From an optimization exercise on the open Yosys and OpenROAD flow, aimed at small area, a short achievable clock period and few clock cycles per item; shortcuts taken in it are not production practice.
No functional check of the RTL was part of any run shown here.

`config.mk`:
```
export PLATFORM = sky130hd
export DESIGN_NAME = int_to_balanced_ternary_core
export DESIGN_NICKNAME = int_to_balanced_ternary_core
export VERILOG_FILES = /design/flow/design.v
export SDC_FILE = /design/flow/constraint.sdc
export NUM_CORES = 4
export LEC_CHECK = 0
export ABC_AREA = 1
export CAP_MARGIN = 20
export CORE_MARGIN = 2
export CORE_UTILIZATION = 40
export SETUP_SLACK_MARGIN = 5
export SLEW_MARGIN = 20
```
`constraint.sdc`:
```
create_clock -name core_clock -period 8.5 [get_ports {clock}]
set_input_delay 1.7000 -clock core_clock [delete_from_list [all_inputs] [get_ports {clock}]]
set_output_delay 1.7000 -clock core_clock [all_outputs]
set_load 0.01 [all_outputs]
```
`design.v`:
```
package itbt_pkg;
   localparam int VALUE_WIDTH = 32;
   localparam int MAX_TRITS   = 21;
   localparam int QW = 35;
   localparam logic [QW-1:0] POW22 = 35'd31381059609;
   localparam logic signed [QW-1:0] B_POS_Z =  35'sd1743392201;
   localparam logic signed [QW-1:0] B_NEG_Z = -35'sd1743392201;
   localparam logic signed [QW-1:0] B_POS_P =  35'sd12203745404;
   localparam logic signed [QW-1:0] B_NEG_P =  35'sd8716961002;
   localparam logic signed [QW-1:0] B_POS_N = -35'sd8716961002;
   localparam logic signed [QW-1:0] B_NEG_N = -35'sd12203745404;
endpackage
import itbt_pkg::*;
module int_to_balanced_ternary_core (
   input  logic                                    clock,
   input  logic                                    reset,
   input  logic                                    start,
   output logic                                    busy,
   input  logic signed [itbt_pkg::VALUE_WIDTH-1:0] req_value,
   output logic                                    rsp_strobe,
   output logic signed [1:0]                       rsp_trit,
   output logic                                    rsp_last_trit
);
   logic signed [QW-1:0] q_ff;
   logic                 pos_ff;       
   logic                 neg_ff;       
   logic                 nz_ff;        
   logic [4:0]           j_ff;         
   logic                 busy_ff;      
   logic                 fin_ff;       
   logic                 last_ff;      
   logic                 strobe_ff;    
   logic                 started_ff;   
   logic                 first;
   logic                 d_pos;
   logic                 d_neg;
   logic                 d_nz;
   logic [QW-1:0]        q_next;
   logic [QW-1:0]        t_pos;
   logic [QW-1:0]        t_neg;
   logic                 pos_next;
   logic                 neg_next;
   logic                 load;
   function automatic logic ge_chain(input logic [QW-1:0] a, input logic [QW-1:0] b);
      logic r;
      r = 1'b1;
      for (int i = 0; i < QW - 1; i++)
         r = (a[i] & ~b[i]) | ((a[i] | ~b[i]) & r);
      ge_chain = (~a[QW-1] & b[QW-1]) | ((~a[QW-1] | b[QW-1]) & r);
   endfunction
   assign first = (j_ff == 5'd21);
   assign d_pos = pos_ff & ~first;
   assign d_neg = neg_ff & ~first;
   assign d_nz  = nz_ff & ~first;
   always_comb begin
      logic [QW-1:0] x;
      logic [QW-1:0] s;
      logic [QW-1:0] c;
      logic [QW-1:0] b;
      logic [QW-1:0] p;
      logic [QW-1:0] gg;
      logic [QW-1:0] pp;
      logic [QW-1:0] kp;
      logic [QW-1:0] kn;
      kp = -POW22;
      kn = POW22;
      for (int i = 0; i < QW; i++)
         x[i] = (kp[i] & kn[i]) ? d_nz : (kp[i] ? d_pos : (kn[i] ? d_neg : 1'b0));
      for (int i = 0; i < QW; i++) begin
         s[i] = q_ff[i] ^ (i > 0 ? q_ff[i-1] : 1'b0) ^ x[i];
         c[i] = (i > 0) ? ((q_ff[i] & q_ff[i-1]) | (q_ff[i] & x[i]) | (q_ff[i-1] & x[i])) : (q_ff[i] & x[i]);
      end
      b  = {c[QW-2:0], 1'b0};
      p  = s ^ b;
      gg = s & b;
      pp = p;
      for (int l = 0; (1 << l) < QW; l++)
         for (int i = 0; i < QW; i++)
            if (((i >> l) & 1) == 1) begin
               gg[i] = gg[i] | (pp[i] & gg[((i >> l) << l) - 1]);
               pp[i] = pp[i] & pp[((i >> l) << l) - 1];
            end
      for (int i = 0; i < QW; i++)
         q_next[i] = p[i] ^ (i > 0 ? gg[i-1] : 1'b0);
   end
   always_comb begin
      logic [QW-1:0] pp_;
      logic [QW-1:0] pn_;
      logic [QW-1:0] pz_;
      logic [QW-1:0] np_;
      logic [QW-1:0] nn_;
      logic [QW-1:0] nz_;
      pp_ = B_POS_P;
      pn_ = B_POS_N;
      pz_ = B_POS_Z;
      np_ = B_NEG_P;
      nn_ = B_NEG_N;
      nz_ = B_NEG_Z;
      for (int i = 0; i < QW; i++) begin
         t_pos[i] = (pp_[i] & d_pos) | (pn_[i] & d_neg) | (pz_[i] & ~d_nz);
         t_neg[i] = (np_[i] & d_pos) | (nn_[i] & d_neg) | (nz_[i] & ~d_nz);
      end
   end
   assign pos_next = ge_chain(q_ff, t_pos);
   assign neg_next = ge_chain(t_neg, q_ff);
   assign load = start & ~busy_ff;
   always_ff @(posedge clock) begin
      if (reset) begin
         busy_ff   <= 1'b0;
         fin_ff    <= 1'b0;
         last_ff   <= 1'b0;
         strobe_ff <= 1'b0;
      end else begin
         busy_ff   <= load | (busy_ff & (j_ff != 5'd2));
         fin_ff    <= busy_ff & (j_ff == 5'd2);
         last_ff   <= fin_ff;
         if (fin_ff)
            strobe_ff <= 1'b1;
         else if (busy_ff)
            strobe_ff <= (started_ff & ~first) | d_nz | pos_next | neg_next;
         else
            strobe_ff <= 1'b0;
      end
   end
   always_ff @(posedge clock) begin
      if (load) begin
         q_ff <= QW'(req_value);
         j_ff <= 5'd21;
      end else begin
         q_ff <= q_next;
         j_ff <= j_ff - 5'd1;
      end
      pos_ff     <= pos_next;
      neg_ff     <= neg_next;
      nz_ff      <= pos_next | neg_next;
      started_ff <= (started_ff & ~first) | d_nz;
   end
   assign busy          = busy_ff;
   assign rsp_strobe    = strobe_ff;
   assign rsp_trit      = {neg_ff, nz_ff};
   assign rsp_last_trit = last_ff;
endmodule
```
`flow/run.sh`:
```
#!/bin/bash
# Standard layout, with three changes: adders are left to ABC instead of being mapped to
# full/half adder cells, ABC's area script maps with plain "map" (flow/abc_area.script),
# and the port buffers are the smallest buffer.
set -euo pipefail
rm -rf scripts
cp -r "$FLOW_HOME/scripts" scripts
cp flow/abc_area.script scripts/abc_area.script
bash standard.sh ADDER_MAP_FILE= SCRIPTS_DIR="$PWD/scripts" \
   "BUFFER_PORTS_ARGS=-buffer_cell sky130_fd_sc_hd__buf_1" finish > standard_flow.log 2>&1
```
`flow/abc_area.script`:
```
strash
dch
map
topo
stime -c
buffer -c
upsize -c
dnsize -c
```
`standard.sh`:
```
#!/bin/bash
# synth_recipe.tcl (not shown) runs the flow's synth.tcl, then flattens the netlist and writes it again
# the make line also repeats each setting of config.mk as NAME=value (left out here)
make -C /OpenROAD-flow-scripts/flow DESIGN_CONFIG=/design/flow/config.mk WORK_HOME=/design/flow/orfs CLKGATE_MAP_FILE= SYNTH_SCRIPT=/design/flow/synth_recipe.tcl "${@:-finish}"
```
==> results of run 1 <==
-- synthesized netlist by cell type (all sizes together) --
cell type and number:
a21boi 2, o21ai 48, clkinv 2, o21a 1
a21o 1, nand3 36, nand3b 1, nor3 8
nand2b 1, xnor2 23, o21bai 5, a21oi 63
and3 2, a31oi 13, buf 11, clkbuf 9
o211ai 3, and2 7, a22oi 7, o22ai 18
nor4 1, nand2 146, nor2 194, or2 5
o221ai 8, dfxtp 48, nand4 1, o31ai 2
or3 1, o2111ai 1, maj3 1, inv 140
o2bb2ai 2, a221oi 3, nor3b 1, xor2 32
-- registers in the layout, summed over array words and instances (netlist names) --
signal and cells:
busy_ff 1, fin_ff 1, j_ff 5, last_ff 1
neg_ff 1, nz_ff 1, pos_ff 1, q_ff 35
started_ff 1, strobe_ff 1
-- through the flow --
step | std cells | hold slack [ps]
after floorplan | 847 | 405
after global placement | 1016 | 422
after detailed placement | 1016 | 424
after CTS | 1034 | 442
after global routing | 1043 | 461
final | 1043 | 444
-- path summary, 6_finish.rpt --
check             startpoint       to  slack (ps)
setup reg to reg     j_ff[0]    nz_ff        5090
hold / removal        fin_ff  last_ff         440
setup / recovery     j_ff[0]    nz_ff        5090
hold reg to reg       fin_ff  last_ff         440
-- per-layer routing --
layer / vias up / track usage, %
met4: 0 / 6.18
met2: 107 / 31.2
met5: - / 0
met1: 2257 / 27.1
met3: 12 / 2.74
li1: 2804 / -
-- timing repair --
item	CTS	global route
hold endpoints to repair	0	0
resized for setup	11	19
endpoints found under the setup margin	28	25
gates cloned	0	2
pin swaps	2	8
buffers inserted	10	7
-- logic make-up (layout without fill, tap and decap cells) --
family / after synthesis / in the layout / share of synthesized area [%]
buffers and inverters: 162 / 210 / 13.1
XOR/XNOR: 55 / 55 / 9.95
adder cells (fa/ha/maj): 1 / 1 / 0.280
AO/OA/AOI/OAI: 177 / 177 / 22.7
AND/OR/NAND/NOR: 404 / 405 / 34.4
flip-flops: 48 / 48 / 19.6
-- worst max-delay path: stages, from the launching register on --
cell and delay, ps:
dfxtp_4 360, nor3b_4 160, buf_4 140, a21oi_4 200, buf_6 160, o2111ai_1 110, a31oi_1 220, o22ai_1 100
nand3_1 80, nand3_1 60, nand3_1 60, nand3_1 60, nand3_1 70, nand3_1 70, nand3_1 70, nand3_1 90
a21oi_2 120, o22ai_1 80, a21oi_1 130, o22ai_1 80, a21oi_1 130, o22ai_1 100, a21oi_1 170, o22ai_1 100
a21oi_2 150, nor2_1 60, or2_1 190
-- cell type report --
| cell class | instances | area share [%] |
|---|---|---|
| inverters | 142 | 9.66 |
| clock inverters | 3 | 0.850 |
| well taps | 147 | 3.29 |
| flip-flops and latches | 48 | 17.4 |
| multi-input cells | 638 | 60.5 |
| repair buffers | 60 | 6.04 |
| clock buffers | 5 | 2.24 |
==> key figures, run 1 <==
Cells and area
  • Fin util: 46.6%
  • Nets: 930
  • Most common cell after layout, fill and taps aside: nor2_1
  • Area delta synth->final: 13.9%
  • Most frequent cells in the layout: nor2_1, nand2_1, inv_1
  • Fill count: 1358
  • Sequential Area: 973 um2
  • Final instance area: 5600 um2
  • Multi-input gate area: 3390 um2
  • ANT cells: 0
  • Layout cells sized above 1: 9.15%

Worst setup path
  • Crit path launch type: register
  • CP arrival: 3610 ps
  • WS Path Type: reg -> reg
  • CP max FO: 6
  • Worst reg-to-reg path cell count: 26
  • CP required: 8700 ps
  • Setup crit end kind: register

Timing
  • RSZ-0062 raised after global routing: yes
  • Worst slew pin tran: 397 ps
  • Setup-failing EPs final: 0
  • Final cycle utilization of the critical path: 40.1%
  • Final min period: 3410 ps
  • Skew final: 4.33 ps
  • PnR worst setup slack: 5090 ps
  • Fin. Hold Viols: 0
  • Slew HR: 73.4%
  • Max Freq: 293 MHz
  • Max-slew violations: 0
  • Fin Setup TNS: 0 ps

Synth
  • Number of synthesis warnings: 1
  • Area contributors post-synth: dfxtp_1, nor2_1, nand2_1
  • Mapped cell area: 4910 um2
  • Yosys reg bits: 48
  • Seq/Total Area, Yosys: 19.6%
  • Post-Syn Nets: 882
  • Synthesized instance count: 847
  • Leading area contributor after synthesis: dfxtp_1
  • Synth cell types: 55
  • Syn_area_per_cell: 5.80 um2
  • Yosys top cell area share: 19.6%

Clocking
  • CTS Buf Count: 5
  • Clk sinks: 48
  • Hold buffers post-CTS: 0
  • Root buffer cell: clkbuf_16
  • TritonCTS clock tree: done
  • Clock-pin slew on the worst setup and hold paths: 70 ps
  • Skew-Pair Late Insertion Delay: 300 ps
  • Longest Clk Path Bufs: 2
  • H-tree levels: 2

Route
  • First-pass DRT Iterations: 5
  • DRC viols: 0
  • DR WL/cell: 12.0 um
  • Via count: 5180
  • Met3 wire length: 475 um
  • Routed vias/inst: 4.97
  • M1 WL: 6450 um
  • Initial DRC count: 294
  • Met2 wire len: 5370 um
  • Post-DRT Antenna Nets: 0
  • Top Layer Used: met4
  • Final wirelength: 12500 um

Hold path
  • Hold path cells: 2
  • HP Class: reg -> reg

Floorplanning
  • Top-level I/O count: 40
  • Core area: 12000 um2
  • Initial Util: 40.9%
  • Die Height: 115 um
  • Row count: 40
  • DIE WIDTH: 115 um
  • Full die area: 13200 um2

Placement
  • GPL Wtd Cong: 0.875
  • Placed Area: 5160 um2
  • PortBufs: 39
  • Dpl ws: 4160 ps
  • HPWL Detailed: 9120 um

Run
  • Max Cap Viol: 0

Global routing
  • Largest net degree at the start of global routing: 36
  • Overall Global Routing Usage: 19.5%
  • Via count of the first global-routing pass: 4683
  • First-pass GRT wire length: 21200 um
  • Initial antenna violation count: 0
  • Grt ovf: 0

Status
  • Run status: complete, no violations
==> inputs of run 2 (changes only) <==
==> flow/abc_area.script (replaced) <==
strash
dch -f
map
topo
stime -c
buffer -c
upsize -c
dnsize -c
==> run 2 against run 1 <==
Net effect:
- still clean
- routed wire length increased by 4.3%
- first-iteration DRC count decreased by 14%
- sequential share of layout area decreased by 0.98 points
- critical path type unchanged
==> key figures, run 2 <==
Status
  • Run status: complete, no violations (unchanged)

Synth
  • Most common library cells after synthesis: nor2_1, nand2_1, inv_1 (unchanged)
  • Post-synth EDFFs: 0 (unchanged)
  • Synthesized instance count: 839 (was 847)
  • Number of synthesis warnings: 1 (unchanged)
  • Main flop type after synthesis: dfxtp_1 (unchanged)
  • Count leader, synth: nor2_1 (unchanged)
  • Synth cell types: 47 (was 55)
  • Seq/Total Area, Yosys: 20.2% (was 19.6%)
  • Yosys top cell area share: 20.2% (was 19.6%)
  • Yosys reg bits: 48 (unchanged)
  • Mapped cell area: 4770 um2 (was 4910 um2)
  • Syn_area_per_cell: 5.68 um2 (was 5.80 um2)
  • Post-Syn Nets: 874 (was 882)
  • Leading area contributor after synthesis: dfxtp_1 (unchanged)
  • Async SR Flop Fraction: 0% (unchanged)
  • Area contributors post-synth: dfxtp_1, nor2_1, nand2_1 (unchanged)

Timing
  • Setup-failing EPs final: 0 (unchanged)
  • Max-slew violations: 0 (unchanged)
  • Final min period: 3520 ps (was 3410 ps)
  • Slew HR: 41.1% (was 73.4%)
  • Fin Setup TNS: 0 ps (unchanged)
  • Skew final: 7.12 ps (was 4.33 ps)
  • Final cycle utilization of the critical path: 41.5% (was 40.1%)
  • RSZ-0062 raised after global routing: yes (unchanged)
  • Max Freq: 284 MHz (was 293 MHz)
  • Fin. Hold Viols: 0 (unchanged)
  • Worst slew pin tran: 882 ps (was 397 ps)

Floorplanning
  • Die Height: 113 um (was 115 um)
  • DIE WIDTH: 113 um (was 115 um)
  • Row count: 39 (was 40)
  • Full die area: 12800 um2 (was 13200 um2)
  • Top-level I/O count: 40 (unchanged)
  • Core area: 11500 um2 (was 12000 um2)
  • Initial Util: 41.4% (was 40.9%)

Worst setup path
  • Setup crit end kind: register (unchanged)
  • CP max FO: 5 (was 6)
  • CP required: 8720 ps (was 8700 ps)
  • Crit path launch type: register (unchanged)
  • WS Path Type: reg -> reg (unchanged)
  • CP arrival: 3750 ps (was 3610 ps)

Clocking
  • Root buffer cell: clkbuf_16 (unchanged)
  • Clk sinks: 48 (unchanged)
  • Clock-pin slew on the worst setup and hold paths: 70 ps (about the same)
  • H-tree levels: 2 (unchanged)
  • CTS Buf Count: 5 (unchanged)
  • Longest Clk Path Bufs: 2 (unchanged)
  • Skew-Pair Late Insertion Delay: 300 ps (about the same)
  • TritonCTS clock tree: done (unchanged)

Route
  • Post-DRT Antenna Nets: 0 (unchanged)
  • Initial DRC count: 253 (was 294)
  • First-pass DRT Iterations: 16 (was 5)
  • DR WL/cell: 12.3 um (was 12.0 um)
  • Routed vias/inst: 4.88 (was 4.97)
  • Final wirelength: 13000 um (was 12500 um)
  • Via count: 5151 (was 5180)
  • DRC viols: 0 (unchanged)

Cells and area
  • Area delta synth->final: 23.8% (was 13.9%)
  • Fill count: 1239 (was 1358)
  • ANT cells: 0 (unchanged)
  • Max reg flops: 35 (unchanged)
  • Most common cell after layout, fill and taps aside: nor2_1 (unchanged)
  • Nets: 947 (was 930)
  • Layout cells sized above 1: 13.3% (was 9.15%)
  • Largest regs: q_ff: 35 flops, j_ff: 5 flops (unchanged)
  • Layout Cells excl Fill: 1056 (was 1043)
  • Most frequent cells in the layout: nor2_1, nand2_1, inv_1 (unchanged)
  • Reg with most FFs: q_ff (unchanged)

Global routing
  • Overall Global Routing Usage: 20.2% (was 19.5%)
  • First-pass GRT wire length: 21500 um (was 21200 um)
  • Largest net degree at the start of global routing: 60 (was 36)
  • Initial antenna violation count: 0 (unchanged)
  • Grt ovf: 0 (unchanged)
  • Via count of the first global-routing pass: 4731 (was 4683)

Placement
  • HPWL Detailed: 8590 um (was 9120 um)
  • Placed cells: 1001 (was 1016)
  • GPL Wtd Cong: 0.863 (was 0.875)
  • PortBufs: 39 (unchanged)

Run
  • Max Cap Viol: 0 (unchanged)

Hold path
  • HP Class: reg -> reg (unchanged)
## run 2: per-layer routing
layer | vias to the layer above | GRT usage (%) | wire length [um] | share of wire (%)
met3 | 20 | 2.68 | 458 | 3.5
met4 | 0 | 5.85 | 227 | 1.7
met5 | - | 0 | 0 | 0
met1 | 2240 | 26.8 | 6280 | 48
li1 | 2804 | - | - | -
met2 | 87 | 34.1 | 6060 | 47
## run 2: critical path, cell delays in order, from the launching register on
cell and delay [ps]:
dfxtp_2 340, nor3b_4 230, nand2_4 120, nand2_8 110
buf_12 120, a21boi_4 60, o22ai_2 140, nand2_2 80
o21a_1 190, o21a_1 190, nor2_2 100, a21oi_2 50
o21ai_2 160, and3_4 220, nor2_4 40, nor2_4 100
nor2_4 60, nor4_4 240, nor2_4 110, o31ai_4 260
nor2_1 80, or3_1 300, a31oi_1 120
## run 2: layout make-up
| type | count | area [um2] | area share [%] |
|---|---|---|---|
| repair buffers | 83 | 564 | 9.57 |
| repair inverters | 1 | 5.00 | 0.0848 |
| clock buffers | 5 | 125 | 2.12 |
| flip-flops and latches | 48 | 968 | 16.4 |
| multi-input cells | 636 | 3470 | 58.9 |
| clock inverters | 3 | 47.5 | 0.806 |
| inverters | 137 | 538 | 9.12 |
| well taps | 143 | 179 | 3.03 |
## run 2: logic make-up after synthesis
group	after synthesis	synth area share [%]
buffers and inverters	157	12.8
and+or+nand+nor	413	36.2
AOI/OAI and AO/OA	163	20.3
xor gates and xnor gates	58	10.7
DFF	48	20.2
## run 2: metrics by stage
step / hold slack (ps) / worst slack (ps) / utilization [%] / instance area [um2]
after global routing: 455 / 4690 / 51.2 / 5900
after floorplan: 405 / 5270 / - / 4770
after detailed placement: 423 / 3960 / 43.4 / 5000
after global placement: 424 / 4020 / 43.4 / 5000
after CTS: 434 / 4870 / 48.8 / 5630
final: 433 / 4980 / 51.2 / 5900
## run 2: worst paths after layout
kind	start	endpoint	slack, ps	cells after the start
setup / recovery	j_ff[3]	q_ff[29]	4980	22
hold / removal	fin_ff	last_ff	430	2
setup reg to reg	j_ff[3]	q_ff[29]	4980	22
hold reg to reg	fin_ff	last_ff	430	2
## run 2: repair_timing
item | 4_1_cts | 5_1_grt
gates resized for setup | 38 | 51
hold buffers | 0 | 0
pin swaps | 19 | 17
gates cloned | 3 | 0
setup buffers | 31 | 13
setup endpoints to repair | 31 | 24
==> inputs of run 3 (changes only) <==
--- a/design.v
+++ b/design.v
@@ -26,4 +26,6 @@
    logic                 neg_ff;       
    logic                 nz_ff;        
+   logic                 show_neg_ff;  
+   logic                 show_nz_ff;   
    logic [4:0]           j_ff;         
    logic                 busy_ff;      
@@ -32,5 +34,4 @@
    logic                 strobe_ff;    
    logic                 started_ff;   
-   logic                 first;
    logic                 d_pos;
    logic                 d_neg;
@@ -49,8 +50,7 @@
       ge_chain = (~a[QW-1] & b[QW-1]) | ((~a[QW-1] | b[QW-1]) & r);
    endfunction
-   assign first = (j_ff == 5'd21);
-   assign d_pos = pos_ff & ~first;
-   assign d_neg = neg_ff & ~first;
-   assign d_nz  = nz_ff & ~first;
+   assign d_pos = pos_ff;
+   assign d_neg = neg_ff;
+   assign d_nz  = nz_ff;
    always_comb begin
       logic [QW-1:0] x;
@@ -118,5 +118,5 @@
             strobe_ff <= 1'b1;
          else if (busy_ff)
-            strobe_ff <= (started_ff & ~first) | d_nz | pos_next | neg_next;
+            strobe_ff <= started_ff | nz_ff | pos_next | neg_next;
          else
             strobe_ff <= 1'b0;
@@ -125,18 +125,24 @@
    always_ff @(posedge clock) begin
       if (load) begin
-         q_ff <= QW'(req_value);
-         j_ff <= 5'd21;
+         q_ff       <= QW'(req_value);
+         j_ff       <= 5'd21;
+         pos_ff     <= 1'b0;
+         neg_ff     <= 1'b0;
+         nz_ff      <= 1'b0;
+         started_ff <= 1'b0;
       end else begin
-         q_ff <= q_next;
-         j_ff <= j_ff - 5'd1;
+         q_ff       <= q_next;
+         j_ff       <= j_ff - 5'd1;
+         pos_ff     <= pos_next;
+         neg_ff     <= neg_next;
+         nz_ff      <= pos_next | neg_next;
+         started_ff <= started_ff | nz_ff;
       end
-      pos_ff     <= pos_next;
-      neg_ff     <= neg_next;
-      nz_ff      <= pos_next | neg_next;
-      started_ff <= (started_ff & ~first) | d_nz;
+      show_neg_ff <= neg_next;
+      show_nz_ff  <= pos_next | neg_next;
    end
    assign busy          = busy_ff;
    assign rsp_strobe    = strobe_ff;
-   assign rsp_trit      = {neg_ff, nz_ff};
+   assign rsp_trit      = {show_neg_ff, show_nz_ff};
    assign rsp_last_trit = last_ff;
 endmodule
==> flow/abc_area.script (replaced) <==
strash
dch
map
topo
stime -c
buffer -c
upsize -c
dnsize -c
==> run 3 against run 2 <==
Net effect:
- still clean
- design area decreased by 12%
- non-clock buffer count fell by 39
- fmax is 7.8% higher
- critical path depth decreased by 4
- via count fell by 2.2%
- synthesized area rose by 0.52%
- clock skew hardly changed
- critical endpoint is now strobe_ff
- largest cell class unchanged
==> key figures, run 3 <==
Status
  • Run status: complete, no violations (unchanged)

Synth
  • Post-Syn Nets: 833 (was 874)
  • Mapped cell area: 4790 um2 (was 4770 um2)
  • Syn_area_per_cell: 6.01 um2 (was 5.68 um2)
  • Yosys top cell area share: 20.9% (was 20.2%)
  • Post-synth EDFFs: 0 (unchanged)
  • Synthesized instance count: 798 (was 839)
  • Yosys reg bits: 50 (was 48)
  • Seq/Total Area, Yosys: 20.9% (was 20.2%)
  • Async SR Flop Fraction: 0% (unchanged)
  • Count leader, synth: nand2_1 (was nor2_1)
  • Number of synthesis warnings: 1 (unchanged)
  • Main flop type after synthesis: dfxtp_1 (unchanged)
  • Area contributors post-synth: dfxtp_1, nand2_1, nor2_1 (was dfxtp_1, nor2_1, nand2_1)
  • Most common library cells after synthesis: nand2_1, nor2_1, inv_1 (was nor2_1, nand2_1, inv_1)
  • Synth cell types: 57 (was 47)
  • Leading area contributor after synthesis: dfxtp_1 (unchanged)

Timing
  • Final min period: 3270 ps (was 3520 ps)
  • Max-slew violations: 0 (unchanged)
  • Final cycle utilization of the critical path: 38.5% (was 41.5%)
  • Max Freq: 306 MHz (was 284 MHz)
  • Fin Setup TNS: 0 ps (unchanged)
  • Fin. Hold Viols: 0 (unchanged)
  • Skew final: 7.23 ps (was 7.12 ps)
  • RSZ-0062 raised after global routing: yes (unchanged)
  • Slew HR: 51.4% (was 41.1%)
  • Setup-failing EPs final: 0 (unchanged)
  • Worst slew pin tran: 729 ps (was 882 ps)

Route
  • Via count: 5038 (was 5151)
  • Final wirelength: 12000 um (was 13000 um)
  • First-pass DRT Iterations: 5 (was 16)
  • DRC viols: 0 (unchanged)
  • DR WL/cell: 12.4 um (was 12.3 um)
  • Initial DRC count: 238 (was 253)
  • Routed vias/inst: 5.20 (was 4.88)
  • Post-DRT Antenna Nets: 0 (unchanged)

Placement
  • PortBufs: 39 (unchanged)
  • Placed cells: 958 (was 1001)
  • GPL Wtd Cong: 0.836 (was 0.863)
  • HPWL Detailed: 9060 um (was 8590 um)

Clocking
  • TritonCTS clock tree: done (unchanged)
  • Skew-Pair Late Insertion Delay: 310 ps (was 300 ps)
  • Longest Clk Path Bufs: 2 (unchanged)
  • Root buffer cell: clkbuf_16 (unchanged)
  • H-tree levels: 2 (unchanged)
  • Hold buffers post-CTS: 0 (unchanged)
  • CTS Buf Count: 5 (unchanged)
  • Clock-pin slew on the worst setup and hold paths: 70 ps (about the same)
  • Clk sinks: 50 (was 48)

Global routing
  • Via count of the first global-routing pass: 4616 (was 4731)
  • Overall Global Routing Usage: 19.6% (was 20.2%)
  • Grt ovf: 0 (unchanged)
  • First-pass GRT wire length: 20800 um (was 21500 um)
  • Initial antenna violation count: 0 (unchanged)
  • Largest net degree at the start of global routing: 56 (was 60)

Worst setup path
  • CP max FO: 32 (was 5)
  • Crit path launch type: register (unchanged)
  • CP required: 8690 ps (was 8720 ps)
  • WS Path Type: reg -> reg (unchanged)
  • CP arrival: 3460 ps (was 3750 ps)
  • Setup crit end kind: register (unchanged)

Floorplanning
  • DIE WIDTH: 113 um (about the same)
  • Die Height: 113 um (about the same)
  • Top-level I/O count: 40 (unchanged)
  • Core area: 11600 um2 (was 11500 um2)
  • Initial Util: 41.4% (about the same)
  • Full die area: 12900 um2 (was 12800 um2)
  • Row count: 39 (unchanged)

Cells and area
  • Layout cells sized above 1: 8.00% (was 13.3%)
  • Nets: 859 (was 947)
  • Layout Cells excl Fill: 968 (was 1056)
  • Reg with most FFs: q_ff (unchanged)
  • ANT cells: 0 (unchanged)
  • Area delta synth->final: 8.12% (was 23.8%)
  • Most common cell after layout, fill and taps aside: nand2_1 (was nor2_1)
  • Most frequent cells in the layout: nand2_1, nor2_1, inv_1 (was nor2_1, nand2_1, inv_1)
  • Max reg flops: 35 (unchanged)
  • Largest regs: q_ff: 35 flops, j_ff: 5 flops (unchanged)

Hold path
  • HP Class: reg -> reg (unchanged)

Run
  • Max Cap Viol: 0 (unchanged)
==> run 3: cell types whose count changed after synthesis, moves of 5 or more <==
cell	delta
nand3_1	-23
nand2_1	-5
buf_6	+7
or2_2	+10
a31oi_1	+8
nor2_1	-46
o22ai_1	+10
a21oi_1	+27
xnor2_1	-10
inv_1	-39
==> run 3: metrics by stage <==
step	setup WS, ps	util (%)	cell area (um2)	hold WS [ps]
floorplan	5820	-	4790	393
global placement	5100	43.1	4980	409
detailed placement	5070	43.1	4980	414
CTS	5030	44.4	5140	428
global route	4980	44.8	5180	448
finish	5230	44.8	5180	424
==> run 3: timing repair <==
item / 4_1_cts / 5_1_grt
setup endpoints to repair: 0 / 13
setup buffers: 0 / 2
gates resized for setup: 0 / 12
==> run 3: cells by family (layout without fill, tap and decap cells) <==
| logic type | count (synthesis) | after routing | synth area share, % |
|---|---|---|---|
| buffers and inverters | 126 | 153 | 11.4 |
| flip-flops | 50 | 50 | 20.9 |
| XOR/XNOR | 48 | 48 | 9.09 |
| adder cells (fa/ha/maj) | 1 | 1 | 0.209 |
| AO/OA/AOI/OAI | 214 | 214 | 26.7 |
| AND/OR/NAND/NOR | 359 | 359 | 31.7 |
==> run 3: per-layer routing <==
layer	vias up	track usage (%)	part of all wire, %
met4	0	5.45	1.2
met5	-	0	0
li1	2658	-	-
met3	11	3.40	4.4
met2	103	33.3	47
met1	2266	25.7	48
==> run 3: cell type report <==
cell class                      count  area (um2)
Timing Repair Buffer               44         195
Inverter                          101         390
Clock inverter                      2        16.3
Multi-Input combinational cell    622        3260
Clock buffer                        6         139
Fill cell                        1234        6380
Sequential cell                    50        1000
Tap cell                          143         179
==> run 3: worst paths after layout <==
path / startpoint / end / slack [ps] / cells past startpoint
min: j_ff[0] / j_ff[0] / 420 / 1
min reg2reg: j_ff[0] / j_ff[0] / 420 / 1
max: pos_ff / strobe_ff / 5230 / 18
max reg2reg: pos_ff / strobe_ff / 5230 / 18
==> run 3: critical path, cell delays in order (launching register included) <==
cell and delay [ps]:
dfxtp_1 400, clkinv_4 260, nand2_2 340, o221ai_1 150, o2bb2ai_1 150, a21oi_1 130
o22ai_1 90, a21oi_1 130, o21ai_0 80, a21oi_1 130, o21ai_0 90, a21oi_1 150
o22ai_1 90, a21oi_1 140, o22ai_1 80, a31oi_1 210, o221a_2 220, nand3_1 150
o2bb2ai_1 170
==> inputs of run 4 (changes only) <==
==> flow/run.sh (replaced) <==
#!/bin/bash
# Standard layout, with four changes: adders are left to ABC instead of being mapped to
# full/half adder cells, ABC's area script maps with plain "map" (flow/abc_area.script),
# the port buffers are the smallest buffer, and the clock tree uses small clock buffers
# without dummy loads.
set -euo pipefail
rm -rf scripts
cp -r "$FLOW_HOME/scripts" scripts
cp flow/abc_area.script scripts/abc_area.script
bash standard.sh ADDER_MAP_FILE= SCRIPTS_DIR="$PWD/scripts" \
   "BUFFER_PORTS_ARGS=-buffer_cell sky130_fd_sc_hd__buf_1" \
   "CTS_ARGS=-sink_clustering_enable -repair_clock_nets -dont_use_dummy_load -buf_list {sky130_fd_sc_hd__clkbuf_2 sky130_fd_sc_hd__clkbuf_4 sky130_fd_sc_hd__clkbuf_8} -root_buf sky130_fd_sc_hd__clkbuf_8" \
   finish > standard_flow.log 2>&1
==> run 4 against run 3 <==
Net effect:
- still clean
- utilization shrank 0.78 points
- synthesized area is the same
- final cell count shrank 0.31%
- non-clock buffer count is the same
==> key figures, run 4 <==
Synth
  • Count leader, synth: nand2_1 (unchanged)
  • Most common library cells after synthesis: nand2_1, nor2_1, inv_1 (unchanged)
  • Yosys reg bits: 50 (unchanged)
  • Main flop type after synthesis: dfxtp_1 (unchanged)
  • Async SR Flop Fraction: 0% (unchanged)
  • Mapped cell area: 4790 um2 (unchanged)
  • Synth cell types: 57 (unchanged)
  • Post-Syn Nets: 833 (unchanged)
  • Number of synthesis warnings: 1 (unchanged)
  • Area contributors post-synth: dfxtp_1, nand2_1, nor2_1 (unchanged)
  • Post-synth EDFFs: 0 (unchanged)
  • Synthesized instance count: 798 (unchanged)
  • Yosys top cell area share: 20.9% (unchanged)
  • Seq/Total Area, Yosys: 20.9% (unchanged)
  • Syn_area_per_cell: 6.01 um2 (unchanged)
  • Leading area contributor after synthesis: dfxtp_1 (unchanged)

Floorplanning
  • Core area: 11600 um2 (unchanged)
  • Full die area: 12900 um2 (unchanged)
  • Top-level I/O count: 40 (unchanged)
  • DIE WIDTH: 113 um (unchanged)
  • Die Height: 113 um (unchanged)
  • Row count: 39 (unchanged)
  • Initial Util: 41.4% (unchanged)

Timing
  • Final min period: 3210 ps (was 3270 ps)
  • Max-slew violations: 0 (unchanged)
  • Setup-failing EPs final: 0 (unchanged)
  • RSZ-0062 raised after global routing: yes (unchanged)
  • Max Freq: 311 MHz (was 306 MHz)
  • Worst slew pin tran: 725 ps (was 729 ps)
  • Fin. Hold Viols: 0 (unchanged)
  • Final cycle utilization of the critical path: 37.8% (was 38.5%)
  • Fin Setup TNS: 0 ps (unchanged)
  • Slew HR: 51.6% (was 51.4%)
  • Hold slack: 431 ps (was 424 ps)
  • Skew final: 11.0 ps (was 7.23 ps)
  • PnR worst setup slack: 5290 ps (was 5230 ps)

Cells and area
  • ANT cells: 0 (unchanged)
  • Sequential Area: 1000 um2 (unchanged)
  • Nets: 859 (unchanged)
  • Layout cells sized above 1: 7.66% (was 8.00%)
  • Area delta synth->final: 6.24% (was 8.12%)
  • Max reg flops: 35 (unchanged)
  • Most frequent cells in the layout: nand2_1, nor2_1, inv_1 (unchanged)
  • Multi-input gate area: 3260 um2 (unchanged)
  • Reg with most FFs: q_ff (unchanged)
  • Fill count: 1245 (was 1234)
  • Largest regs: q_ff: 35 flops, j_ff: 5 flops (unchanged)
  • Most common cell after layout, fill and taps aside: nand2_1 (unchanged)

Worst setup path
  • R2R Path End: strobe_ff (unchanged)
  • Reg-to-reg slack, setup: 5290 ps (was 5230 ps)
  • Crit path launch type: register (unchanged)
  • Worst reg-to-reg path cell count: 19 (was 18)
  • CP arrival: 3440 ps (was 3460 ps)
  • CP required: 8730 ps (was 8690 ps)
  • Setup crit end kind: register (unchanged)
  • CP max FO: 32 (unchanged)
  • WS Path Type: reg -> reg (unchanged)
  • Worst r2r src: pos_ff (unchanged)

Global routing
  • Overall Global Routing Usage: 19.6% (about the same)
  • Grt ovf: 0 (unchanged)
  • Initial antenna violation count: 0 (unchanged)
  • First-pass GRT wire length: 20800 um (about the same)
  • Largest net degree at the start of global routing: 56 (unchanged)
  • Via count of the first global-routing pass: 4629 (was 4616)

Clocking
  • Skew-Pair Late Insertion Delay: 330 ps (was 310 ps)
  • CTS Buf Count: 5 (unchanged)
  • Hold buffers post-CTS: 0 (unchanged)
  • Clk sinks: 50 (unchanged)
  • H-tree levels: 2 (unchanged)
  • Root buffer cell: clkbuf_8 (was clkbuf_16)
  • Clock-pin slew on the worst setup and hold paths: 90 ps (was 70 ps)
  • Longest Clk Path Bufs: 2 (unchanged)
  • TritonCTS clock tree: done (unchanged)

Route
  • DR WL/cell: 12.5 um (was 12.4 um)
  • Via count: 5044 (was 5038)
  • First-pass DRT Iterations: 5 (unchanged)
  • DRC viols: 0 (unchanged)
  • Routed vias/inst: 5.23 (was 5.20)
  • Initial DRC count: 268 (was 238)
  • Final wirelength: 12100 um (was 12000 um)
  • Post-DRT Antenna Nets: 0 (unchanged)

Placement
  • GPL Wtd Cong: 0.836 (unchanged)
  • PortBufs: 39 (unchanged)
  • HPWL Detailed: 9060 um (unchanged)
  • Dpl ws: 5070 ps (unchanged)

Hold path
  • HP Class: reg -> reg (unchanged)
  • Min-delay src: j_ff[0] (unchanged)
  • Hold EP: j_ff[0] (unchanged)
  • Hold path cells: 1 (unchanged)

Status
  • Run status: complete, no violations (unchanged)

Run
  • Max Cap Viol: 0 (unchanged)
## run 4: cell counts after synthesis
Identical to the previous run, type by type.
## run 4: area by class of cell
| class | count | area share, % |
|---|---|---|
| clock buffers | 5 | 1.35 |
| inverters | 101 | 7.67 |
| flip-flops and latches | 50 | 19.7 |
| multi-input cells | 622 | 64.0 |
| well taps | 143 | 3.51 |
| repair buffers | 44 | 3.76 |
## run 4: critical path, stage by stage (launching register included)
cell and delay, ps:
dfxtp_1 360, inv_6 240, nand2_1 200, inv_1 220, o22ai_1 110, o211ai_1 200, a21oi_1 100, o21bai_1 130
a21oi_1 80, o22ai_1 120, a21oi_1 90, o21bai_1 130, a21oi_1 80, o21bai_1 160, a21oi_1 90, o21bai_1 130
a21oi_1 90, o22ai_2 190, nand3_1 200, o2bb2ai_1 160
## run 4: per-layer routing
| metal | GRT usage, % | vias to the layer above | routed length (um) | share of wire [%] |
|---|---|---|---|---|
| met2 | 33.3 | 96 | 5620 | 47 |
| met1 | 25.6 | 2280 | 5810 | 48 |
| li1 | - | 2658 | - | - |
| met5 | 0 | - | 0 | 0 |
| met3 | 3.45 | 10 | 480 | 4.0 |
| met4 | 5.37 | 0 | 144 | 1.2 |
## run 4: logic make-up (layout without fill, tap and decap cells)
| kind of cell | Yosys count | count (layout) | synth area share, % |
|---|---|---|---|
| and+or+nand+nor | 359 | 359 | 31.7 |
| buffers and inverters | 126 | 150 | 11.4 |
| adders and majority gates | 1 | 1 | 0.209 |
| DFF | 50 | 50 | 20.9 |
| AOI/OAI and AO/OA | 214 | 214 | 26.7 |
| xor gates and xnor gates | 48 | 48 | 9.09 |
## run 4: stage by stage
stage / instance area, um2 / cells / utilization [%]
after floorplan: 4790 / 798 / -
after global placement: 4980 / 958 / 43.1
after detailed placement: 4980 / 958 / 43.1
after CTS: 5050 / 963 / 43.7
after global routing: 5090 / 965 / 44.0
final: 5090 / 965 / 44.0
## run 4: what timing repair did
item                                    CTS  global route
setup buffers                             0             2
endpoints found under the setup margin    0            13
resized for setup                         0            10
## run 4: worst max path at each step
stage / slack (ps) / end / startpoint / cells after the start
finish: 5290 / strobe_ff / pos_ff / 19
global route: 4960 / strobe_ff / pos_ff / 19
CTS: 5030 / strobe_ff / neg_ff / 18
detailed placement: 5070 / strobe_ff / neg_ff / 18
global placement: 5100 / strobe_ff / neg_ff / 17
floorplan: 5820 / q_ff[18] / start / 6

==> port drivers added, routing unchanged <==
The flow's constraints put no driver on any port. The routed layouts listed below were extracted and timed again, unchanged, in two steps.
Step 1: set_driving_cell puts a clkbuf_16 on clock and a buf_2 on each other input, an assumption about the parent block.
Step 2 moves the port delays by t, midway between the first and last clock arrival at a register: inputs arrive t later, outputs are due t later. That takes back most of the time a late clock gives input paths.
Three values: ideal, step 1, step 2; two values: the first two.
| run | t (ns) | setup slack, ns | worst hold slack (ns) | clock arrival spread, ns | worst register clock-pin slew, ns |
|---|---|---|---|---|---|
| run 1 | 0.343 | 5.088 / 5.088 / 5.088 | 0.444 / 0.444 / 0.444 | 0.005 / 0.004 | 0.07 / 0.07 |
| run 2 | 0.336 | 4.975 / 4.975 / 4.915 | 0.433 / 0.433 / 0.433 | 0.008 / 0.007 | 0.07 / 0.07 |
| run 3 | 0.344 | 5.232 / 5.232 / 5.232 | 0.424 / 0.424 / 0.424 | 0.007 / 0.007 | 0.07 / 0.07 |
| run 4 | 0.358 | 5.289 / 5.289 / 5.265 | 0.431 / 0.431 / 0.431 | 0.011 / 0.011 | 0.09 / 0.09 |
After both steps setup and hold are still met in every run listed. The setup slack of run 2, which loses most, moves by 0.000 ns with the drivers and by -0.060 ns with both steps.
